This is an optimization exercise on Yosys and OpenROAD, whose aim is small area, not a production implementation.
In this exercise RTL edits were held to simulation tests only and were not proved equivalent to the original.
Power is estimated from default activity; no workload was simulated.

== build 20 ==
// mem_issue_sched
module mem_issue_sched #(
  parameter int NLD = 4,
  parameter int NST = 4
) (
  input  logic        clock,
  input  logic        resetn,
  input  logic        alloc_valid,
  input  logic        alloc_store,
  input  logic [31:0] alloc_address,
  input  logic [31:0] alloc_data,
  input  logic [4:0]  alloc_dst,
  output logic        rs_lok,
  output logic        rs_sok,
  output logic        rs_free,
  output logic        mem_req,
  output logic        mem_we,
  output logic [31:0] mem_addr,
  output logic [31:0] mem_wdata,
  input  logic        mem_ack,
  input  logic [31:0] mem_rdata,
  output logic [63:0] out_databus,
  output logic        write_databus,
  output logic [4:0]  out_dst,
  output logic [31:0] out_dst_data,
  output logic        write_dst
);
  localparam int NAQ = NLD + NST;
  logic [NAQ-1:0] aq_v;
  logic [NAQ-1:0] aq_t;
  logic [31:0]    aq_a [NAQ];
  logic [NST-1:0] sq_v;
  logic [31:0]    sq_d [NST];
  logic [NLD-1:0] lq_v;
  logic [4:0]     lq_d [NLD];
  logic        done_q;    
  logic [31:0] rdata_q;   
  logic push_st, push_ld, push, deq, deq_st, deq_ld;
  logic [NAQ-1:0] aq_m;
  logic [NST-1:0] sq_m;
  logic [NLD-1:0] lq_m;
  assign rs_lok  = ~&lq_v;
  assign rs_sok  = ~&sq_v;
  assign rs_free = ~|lq_v && ~|sq_v;
  assign push_st = alloc_valid && alloc_store && rs_sok;
  assign push_ld = alloc_valid && !alloc_store && rs_lok;
  assign push    = push_st || push_ld;
  assign deq    = done_q;
  assign deq_st = done_q && aq_t[0];
  assign deq_ld = done_q && !aq_t[0];
  always_comb begin
    aq_m[0] = !aq_v[0] || deq;
    for (int i = 1; i < NAQ; i++) aq_m[i] = !aq_v[i] || aq_m[i-1];
    sq_m[0] = !sq_v[0] || deq_st;
  ...
Settings: LEC_CHECK=0, ABC_AREA=1, CAP_MARGIN=0, CORE_MARGIN=2, CORE_UTILIZATION=65, SLEW_MARGIN=0; clock period 8.0 ns.
standard.sh (not shown) runs the stock make flow with config.mk's settings and CLKGATE_MAP_FILE= SYNTH_SCRIPT=/design/flow/synth_recipe.tcl, a recipe that flattens the netlist after the stock synthesis.
==> flow/flow/run.sh <==
#!/bin/bash
# The standard layout with two changes: the smallest buffer on every input and output port
# instead of the one buffer_ports picks by default, and a clock tree of small clock buffers
# without dummy loads. Each step's full log stays under orfs/logs/; make's own output goes to
# standard_finish.log in the work folder.
set -euo pipefail
export BUFFER_PORTS_ARGS="-buffer_cell sky130_fd_sc_hd__buf_1"
export SKIP_REPAIR_TIE_FANOUT=1
export CTS_ARGS="-sink_clustering_enable -repair_clock_nets -buf_list sky130_fd_sc_hd__clkbuf_4 -sink_clustering_size 10 -sink_clustering_max_diameter 50 -dont_use_dummy_load"
bash standard.sh finish > standard_finish.log 2>&1
Inputs modified between build 20 and build 26:
- SLEW_MARGIN now 20, was 0
- CTS_BUF_LIST now sky130_fd_sc_hd__clkbuf_4, previously not set
- CTS_CLUSTER_DIAMETER now 50, previously not set
- CAP_MARGIN now 20, was 0
- CTS_CLUSTER_SIZE now 10, previously not set
==> flow/run.sh (new file) <==
#!/bin/bash
# synth_recipe.tcl (not shown) runs the flow's synth.tcl, then flattens the netlist and writes it again
# the make line also repeats each setting of config.mk as NAME=value (left out here)
make -C /OpenROAD-flow-scripts/flow DESIGN_CONFIG=/design/flow/config.mk WORK_HOME=/design/flow/orfs CLKGATE_MAP_FILE= SYNTH_SCRIPT=/design/flow/synth_recipe.tcl finish
removed: flow/flow/run.sh
removed: flow/standard.sh
==> comparison <==
On post-detailed-routing wire length, build 20 loses to build 26.
The proportion of power drawn by combinational gates reported for build 26 is greater than that of build 20 by 1.8 points.
The number of cells in the finished layout apart from fillers of build 26 exceeds that of build 20 by 5.8%.
Edits applied to the flow inputs when going from build 26 to build 68:
- removing CTS_BUF_LIST (formerly sky130_fd_sc_hd__clkbuf_4)
- removing CTS_CLUSTER_SIZE (formerly 10)
- changing CAP_MARGIN from 20 to 0
- changing SLEW_MARGIN from 20 to 0
- changing CORE_UTILIZATION from 65 to 80
- removing CTS_CLUSTER_DIAMETER (formerly 50)
==> flow/flow/run.sh (new file) <==
#!/bin/bash
# The standard layout with two changes: the smallest buffer on every input and output port
# instead of the one buffer_ports picks by default, and a clock tree of small clock buffers
# without dummy loads. Each step's full log stays under orfs/logs/; make's own output goes to
# standard_finish.log in the work folder.
set -euo pipefail
export BUFFER_PORTS_ARGS="-buffer_cell sky130_fd_sc_hd__buf_1"
export SKIP_REPAIR_TIE_FANOUT=1
export CTS_ARGS="-sink_clustering_enable -repair_clock_nets -buf_list sky130_fd_sc_hd__clkbuf_4 -sink_clustering_size 10 -sink_clustering_max_diameter 50 -dont_use_dummy_load"
bash standard.sh finish > standard_finish.log 2>&1
==> flow/standard.sh (new file) <==
#!/bin/bash
# synth_recipe.tcl (not shown) runs the flow's synth.tcl, then flattens the netlist and writes it again
# the make line also repeats each setting of config.mk as NAME=value (left out here)
make -C /OpenROAD-flow-scripts/flow DESIGN_CONFIG=/design/flow/config.mk WORK_HOME=/design/flow/orfs CLKGATE_MAP_FILE= SYNTH_SCRIPT=/design/flow/synth_recipe.tcl "${@:-finish}"
removed: flow/run.sh
Notes after the runs:
Build 68: aborted in 3_5_place_dp (tool error)
Horizontal extent of the die went down by a little under 10% going from build 26 to build 68.
Reported for build 26 and build 68, number of synthesized register bits turned out identical to the last digit.
Vertical die dimension: build 26 and build 68 compared, lower one is build 68
Build 68 vs build 26 — placer's final routability congestion estimate dropped about 6%.
From build 68 to build 26, cell area after technology mapping did not move at all.
Taking build 26 as 1.0, build 68 lands at 0.889 on count of standard-cell rows.
Inputs modified between build 68 and build 10:
- CORE_UTILIZATION changed from 80 to 65
- SLEW_MARGIN changed from 0 to 20
- CAP_MARGIN changed from 0 to 20
-- flow/flow/run.sh --
<<< build 68, line 7
export BUFFER_PORTS_ARGS="-buffer_cell sky130_fd_sc_hd__buf_1"
export SKIP_REPAIR_TIE_FANOUT=1
export CTS_ARGS="-sink_clustering_enable -repair_clock_nets -buf_list sky130_fd_sc_hd__clkbuf_4 -sink_clustering_size 10 -sink_clustering_max_diameter 50 -dont_use_dummy_load"
>>> build 10, line 7
export BUFFER_PORTS_ARGS="-buffer_cell sky130_fd_sc_hd__buf_1"
export CTS_ARGS="-sink_clustering_enable -repair_clock_nets -buf_list sky130_fd_sc_hd__clkbuf_4 -sink_clustering_size 10 -sink_clustering_max_diameter 50 -dont_use_dummy_load"
==> comparison <==
Build 10 vs. build 68: effective utilization at floorplan decreased by 16 points relative to the old numbers, post-DP HPWL decreased by 3.3 mm relative to the old numbers, width of the die increased by 11% relative to the old numbers.
Build 10: no failed stages, no open violations at the end

[port drivers added, routing unchanged]
No port has a modelled driver above. Below, the same layouts with a new extraction and two added sets of constraints.
Step 1 sets driving cells, clkbuf_16 on the clock port and buf_2 on the other inputs (assumed; they add their load-dependent delay and slew).
Step 2 adds t to the input delays and takes it off the output delays; t is the mean of the earliest and latest rising clock arrival at the registers after step 1. Input paths then give back, and output paths get back, about the clock's delay inside the block.
a / b / c = no drivers / after step 1 / after step 2; a / b = the first two.
run	t, ns	setup WS [ns]	worst setup path at the end	clock arrival spread, ns	pins driven straight from the clock port
build 20	0.691	4.635 / 4.595 / 5.120	register to register	0.061 / 0.061	1
build 26	0.694	4.253 / 4.215 / 4.909	register to output	0.023 / 0.024	1
build 10	0.666	4.663 / 4.626 / 5.292	register to output	0.045 / 0.046	1
After both steps every run listed still meets setup and hold.
